What follows belongs to an exercise in optimizing a design on an open flow for small area, a short achievable clock period and few clock cycles per item; a production flow would make more cautious choices.
Where RTL was checked, it was by simulation tests only, not by an equivalence proof against the original.
Power is estimated from default activity; no workload was simulated.

Setup of old:
==> flow/design.v <==
package cache_pkg;
    localparam int DEF_LINES       = 32;
    localparam int DEF_MEM_LATENCY = 4;
endpackage
module cache_array #(
    parameter int LINES   = 32,
    parameter int INDEX_W = 5,
    parameter int TAG_W   = 27
) (
    input  logic               i_clk,
    input  logic               i_clear,
    input  logic [INDEX_W-1:0] i_index,
    input  logic [TAG_W-1:0]   i_tag,
    output logic               o_rd_hit,
    output logic [31:0]        o_rd_data,
    input  logic               i_fill,
    input  logic               i_we,
    input  logic [31:0]        i_wr_data
);
    logic [LINES-1:0] r_valid;
    logic [TAG_W-1:0] r_tag  [LINES];
    logic [31:0]      r_data [LINES];
    always_ff @(posedge i_clk) begin
        if (i_clear)
            r_valid <= '0;
        else if (i_fill)
            r_valid[i_index] <= 1'b1;
    end
    always_ff @(posedge i_clk) begin
        if (i_fill)
            r_tag[i_index] <= i_tag;
        if (i_we)
            r_data[i_index] <= i_wr_data;
    end
    logic [LINES-1:0] w_sel;
    logic [LINES-1:0] w_match;
    assign w_sel = LINES'(1) << i_index;
    for (genvar i = 0; i < LINES; i++) begin : g_match
        assign w_match[i] = r_valid[i] && (r_tag[i] == i_tag);
    end
    always_comb begin
        o_rd_hit  = |(w_match & w_sel);
        o_rd_data = '0;
        for (int i = 0; i < LINES; i++)
            o_rd_data = o_rd_data | (r_data[i] & {32{w_sel[i]}});
    end
endmodule
module data_cache #(
    parameter int LINES       = cache_pkg::DEF_LINES,
    parameter int MEM_LATENCY = cache_pkg::DEF_MEM_LATENCY
) (
    input  logic        clk,
    input  logic        rst,
    input  logic [31:0] address,
    input  logic [31:0] writeData,
    input  logic        cpuRead,
    input  logic        cpuWrite,
    output logic [31:0] readData,
    output logic        stall,
    output logic [31:0] memAddress,
    output logic [31:0] memWriteData,
    output logic        memRead,
    output logic        memWrite,
    input  logic [31:0] memReadData,
    output logic [15:0] hitCount,
    output logic [15:0] missCount
);
    localparam int         INDEX_W = $clog2(LINES);
    localparam int         TAG_W   = 32 - $clog2(LINES);
    localparam logic [2:0] WR_LAST = 3'(MEM_LATENCY - 1);
    localparam logic [2:0] RD_LAST = 3'(MEM_LATENCY);
    logic [2:0]         r_phase;
    logic               r_wr;      
    logic               r_hit;     
    logic               r_done;    
    logic               r_memrd;   
    logic               r_memwr;   
    logic [31:0]        r_rdata;   
    logic [15:0]        r_hits;
    logic [15:0]        r_misses;
    logic [31:0]        w_line_data;
    logic               w_hit;
    logic               w_lookup;
    logic               w_fill;
    logic               w_we;
    logic [2:0]         w_phase;
    assign w_lookup = (r_phase == 3'd0);
    assign w_fill   = (r_phase == RD_LAST);
    assign w_we     = w_fill || ((r_phase == 3'd1) && r_wr && r_hit);
    cache_array #(
        .LINES   (LINES),
        .INDEX_W (INDEX_W),
        .TAG_W   (TAG_W)
    ) u_array (
        .i_clk      (clk),
        .i_clear    (rst),
        .i_index    (address[INDEX_W-1:0]),
        .i_tag      (address[31:INDEX_W]),
        .o_rd_hit   (w_hit),
        .o_rd_data  (w_line_data),
        .i_fill     (w_fill),
        .i_we       (w_we),
        .i_wr_data  (r_wr ? writeData : memReadData)
    );
    assign memAddress   = address;
    assign memWriteData = writeData;
    assign memRead      = !rst && r_memrd;
    assign memWrite     = !rst && (w_lookup ? cpuWrite : r_memwr);
    assign stall        = !r_done;
    assign readData     = r_memrd ? memReadData : r_rdata;
    always_comb begin
        w_phase = r_phase + 3'd1;
        if (w_lookup && !(cpuRead || cpuWrite))
            w_phase = 3'd0;
        if (r_done)
            w_phase = 3'd0;
    end
    always_ff @(posedge clk) begin
        if (rst) begin
            r_phase  <= 3'd0;
            r_done   <= 1'b0;
            r_memrd  <= 1'b0;
            r_memwr  <= 1'b0;
            r_hits   <= '0;
            r_misses <= '0;
        end else begin
            r_phase <= w_phase;
            if (w_lookup) begin
                r_done  <= !cpuWrite && cpuRead && w_hit;
                r_memrd <= !cpuWrite && cpuRead && !w_hit;
                r_memwr <= cpuWrite;
            end else begin
                r_done  <= !r_done && (w_phase == (r_wr ? WR_LAST : RD_LAST));
                if (r_done) begin
                    r_memrd <= 1'b0;
                    r_memwr <= 1'b0;
                end
            end
            if (r_done && !r_wr && !r_memrd && r_hits != 16'hFFFF)
                r_hits <= r_hits + 16'd1;
            if (w_fill && r_misses != 16'hFFFF)
                r_misses <= r_misses + 16'd1;
        end
    end
    always_ff @(posedge clk) begin
        if (w_lookup) begin
            r_wr  <= cpuWrite;
            r_hit <= w_hit;
        end
        r_rdata <= w_line_data;
    end
    assign hitCount  = r_hits;
    assign missCount = r_misses;
endmodule
Settings: LEC_CHECK=0, CAP_MARGIN=20, CORE_MARGIN=2, CORE_UTILIZATION=65, CTS_BUF_LIST=sky130_fd_sc_hd__clkbuf_16, CTS_CLUSTER_DIAMETER=150, CTS_CLUSTER_SIZE=26, SETUP_SLACK_MARGIN=4.5, SLEW_MARGIN=20; clock period 8.0 ns.
run.sh (not shown) runs the stock make flow with config.mk's settings and CLKGATE_MAP_FILE= SYNTH_SCRIPT=/design/flow/synth_recipe.tcl, a recipe that flattens the netlist after the stock synthesis.
old did not stop at any stage, and its layout met the timing, design-rule and antenna checks.
Relative to old, the following input files were edited for new:
# old
export LEC_CHECK = 0
export CAP_MARGIN = 20
export CORE_MARGIN = 2
export CORE_UTILIZATION = 65
export CTS_BUF_LIST = sky130_fd_sc_hd__clkbuf_16
export CTS_CLUSTER_DIAMETER = 150
export CTS_CLUSTER_SIZE = 26
export SETUP_SLACK_MARGIN = 4.5
export SLEW_MARGIN = 20
create_clock -name core_clock -period 8.0 [get_ports {clk}]
# new
export LEC_CHECK = 0
export CAP_MARGIN = 20
export CORE_MARGIN = 2
export CORE_UTILIZATION = 55
export CTS_BUF_LIST = sky130_fd_sc_hd__clkbuf_16
export CTS_CLUSTER_DIAMETER = 150
export CTS_CLUSTER_SIZE = 26
export SETUP_SLACK_MARGIN = 4.5
export SLEW_MARGIN = 20
create_clock -name core_clock -period 8.0 [get_ports {clk}]
new: all stages complete, timing, DRC and antenna checks passed
Lower area growth from synthesis to layout goes to old over new.
The final area of new and that of old are within noise of each other.
The buffering overhead of old and that of new are within noise of each other.
In new the wire length of the first global-routing pass turned out 3.2% higher than in old.
Function was not checked in any run of this note: the RTL went through the layout flow alone.

Setup of run 1:
data_cache, a different RTL version from the one above (not shown whole).
Size in the first run: ~2000 flip-flops, about 230 I/O pins, about 0.075 mm2 of cells after synthesis.
==> flow/config.mk <==
export PLATFORM = sky130hd
export DESIGN_NAME = data_cache
export DESIGN_NICKNAME = data_cache
export VERILOG_FILES = /design/flow/design.v
export SDC_FILE = /design/flow/constraint.sdc
export NUM_CORES = 4
export LEC_CHECK = 0
export CAP_MARGIN = 20
export CORE_MARGIN = 2
export CORE_UTILIZATION = 55
export CTS_BUF_LIST = sky130_fd_sc_hd__clkbuf_16
export CTS_CLUSTER_DIAMETER = 150
export CTS_CLUSTER_SIZE = 24
export SETUP_SLACK_MARGIN = 4.3
export SLEW_MARGIN = 20
==> flow/constraint.sdc <==
create_clock -name core_clock -period 8.0 [get_ports {clk}]
set_input_delay 1.6000 -clock core_clock [delete_from_list [all_inputs] [get_ports {clk}]]
set_output_delay 1.6000 -clock core_clock [all_outputs]
set_load 0.01 [all_outputs]
Relative to run 1, the following input files were edited for run 2:
Settings: a change of SETUP_SLACK_MARGIN from 4.3 to 4.0.
==> run summary <==
Power delta (run 2 -> run 1): insignificant. Higher worst clock skew among run 2 and run 1: run 1. Final critical delay including setup and external delays ends up higher on run 2. In run 2 relative to run 1, total routed wirelength had gone up slightly. Number of antenna repair diodes: run 2 < run 1. Run 2 vs run 1 — final design instance area without fill dropped slightly. Worst setup slack after placement: run 2 vs run 1 down 0.032 ns. Measured against each other, run 2 and run 1 differ in data-path buffer share of cell area in the final layout, the higher figure coming from run 1.
No run of this note included a check of the RTL's function; only the layout flow was run.

Setup of wip/ember:
Another version of the RTL of data_cache (not shown whole).
Size in the first run: roughly 4000 cells after synthesis, about 2000 flip-flops, about 230 I/O pins.
## data_cache
module data_cache #(
    parameter int LINES       = cache_pkg::DEF_LINES,
    parameter int MEM_LATENCY = cache_pkg::DEF_MEM_LATENCY
) (
    input  logic        clk,
    input  logic        rst,
    input  logic [31:0] address,
    input  logic [31:0] writeData,
    input  logic        cpuRead,
    input  logic        cpuWrite,
    output logic [31:0] readData,
    output logic        stall,
    output logic [31:0] memAddress,
    output logic [31:0] memWriteData,
    output logic        memRead,
    output logic        memWrite,
    input  logic [31:0] memReadData,
    output logic [15:0] hitCount,
    output logic [15:0] missCount
);
    localparam int         INDEX_W = $clog2(LINES);
    localparam int         TAG_W   = 32 - $clog2(LINES);
    localparam logic [2:0] WR_LAST = 3'(MEM_LATENCY - 1);
    localparam logic [2:0] RD_LAST = 3'(MEM_LATENCY);
    logic [2:0]         r_phase;
    logic               r_wr;      
    logic               r_hit;     
    logic               r_done;    
    logic               r_memrd;   
    logic               r_memwr;   
    logic [31:0]        r_rdata;   
    logic [15:0]        r_hits;
    logic [15:0]        r_misses;
    logic               w_valid;
    logic [TAG_W-1:0]   w_line_tag;
    logic [31:0]        w_line_data;
    logic               w_hit;
  ...
export LEC_CHECK = 0
export CAP_MARGIN = 20
export CORE_MARGIN = 2
export CORE_UTILIZATION = 55
export CTS_BUF_LIST = sky130_fd_sc_hd__clkbuf_16
export CTS_CLUSTER_DIAMETER = 150
export CTS_CLUSTER_SIZE = 30
export SETUP_SLACK_MARGIN = 4.5
export SLEW_MARGIN = 20
create_clock -name core_clock -period 8.0 [get_ports {clk}]
Testbench counts of wip/ember, summed over its fixed seeds: cycles 246,981, ops 64,000.
> inputs changed (wip/ember -> wip/onyx)
- CTS_CLUSTER_SIZE changed from 30 to 26
==> run summary <==
- The critical path depth in wip/onyx sits 7 above the value recorded for wip/ember.
- Cmp wip/ember and wip/onyx / setup slack / higher: wip/ember
- The run showing the greater final critical path time including I/O delays and setup is wip/onyx.
- A start point of the critical path of rst is what wip/ember shows, while address[0] belongs to wip/onyx.

data_cache, a different RTL version from the one above (not shown whole).
Size: ~230 I/O pins, roughly 76,000 um^2 of cells after synthesis.
clock: 8.0 ns
lec_check: 0
cap_margin: 20
core_margin: 2
core_utilization: 40
setup_slack_margin: 2.5
slew_margin: 20
The first run produced a clean layout.
Testbench counts at the start, summed over its fixed seeds: cycles 205,201, ops 64,000.
==> next run, changes <==
--- a/flow/config.mk
+++ b/flow/config.mk
@@ -8,5 +8,7 @@
 export CAP_MARGIN = 20
 export CORE_MARGIN = 2
-export CORE_UTILIZATION = 40
+export CORE_UTILIZATION = 55
+export CTS_BUF_LIST = sky130_fd_sc_hd__clkbuf_8
+export CTS_CLUSTER_SIZE = 20
 export SETUP_SLACK_MARGIN = 2.5
 export SLEW_MARGIN = 20
The changed run ran to the end with no violations.
First-iteration DRC count goes up by 19%.
Die area goes down by 27%.
Via count goes up by 4.0%.
Worst setup slack gains 210 ps.
Critical path depth goes down by 2.
Total power goes down by 5.8%.
Routed wire length goes up by 4.2%.
Non-clock buffer count goes up by 149.
Sequential share of layout area goes down by 0.83 points.
Sequential cell count is unchanged.
Synthesized area does not change.

## port drivers added, routing unchanged
Ports are ideal in the flow. The routed layouts listed here were re-timed in OpenROAD. Step 1 (the two cells are an assumption about what drives the block):
set clk [get_ports {clk}]
set_driving_cell -lib_cell sky130_fd_sc_hd__clkbuf_16 $clk
set_driving_cell -lib_cell sky130_fd_sc_hd__buf_2 [delete_from_list [all_inputs] $clk]
Step 2 also shifts input and output timing later by t, the mid clock arrival at the registers, as if the neighbouring blocks saw the same clock. Three values: no drivers, after step 1, after step 2; two values: the first two.
run	t, ns	setup slack, ns	worst setup path at the end
old	0.798	4.259 / 4.111 / 3.459	input to register
new	0.813	4.273 / 4.216 / 3.480	input to register
run 1	0.833	3.847 / 3.633 / 2.800	input to register
run 2	0.837	3.746 / 3.587 / 2.750	input to register
wip/ember	0.800	4.235 / 4.001 / 3.200	input to register
wip/onyx	0.814	4.223 / 3.974 / 3.160	input to register
the first run of note 4	0.934	1.514 / 1.127 / 1.127	input to output
the second run of note 4	1.083	1.724 / 1.391 / 1.391	input to output
After both steps setup and hold are still met in every run listed. For wip/onyx, which loses most, drivers alone change the setup slack by -0.249 ns; drivers and shift together by -1.063 ns.
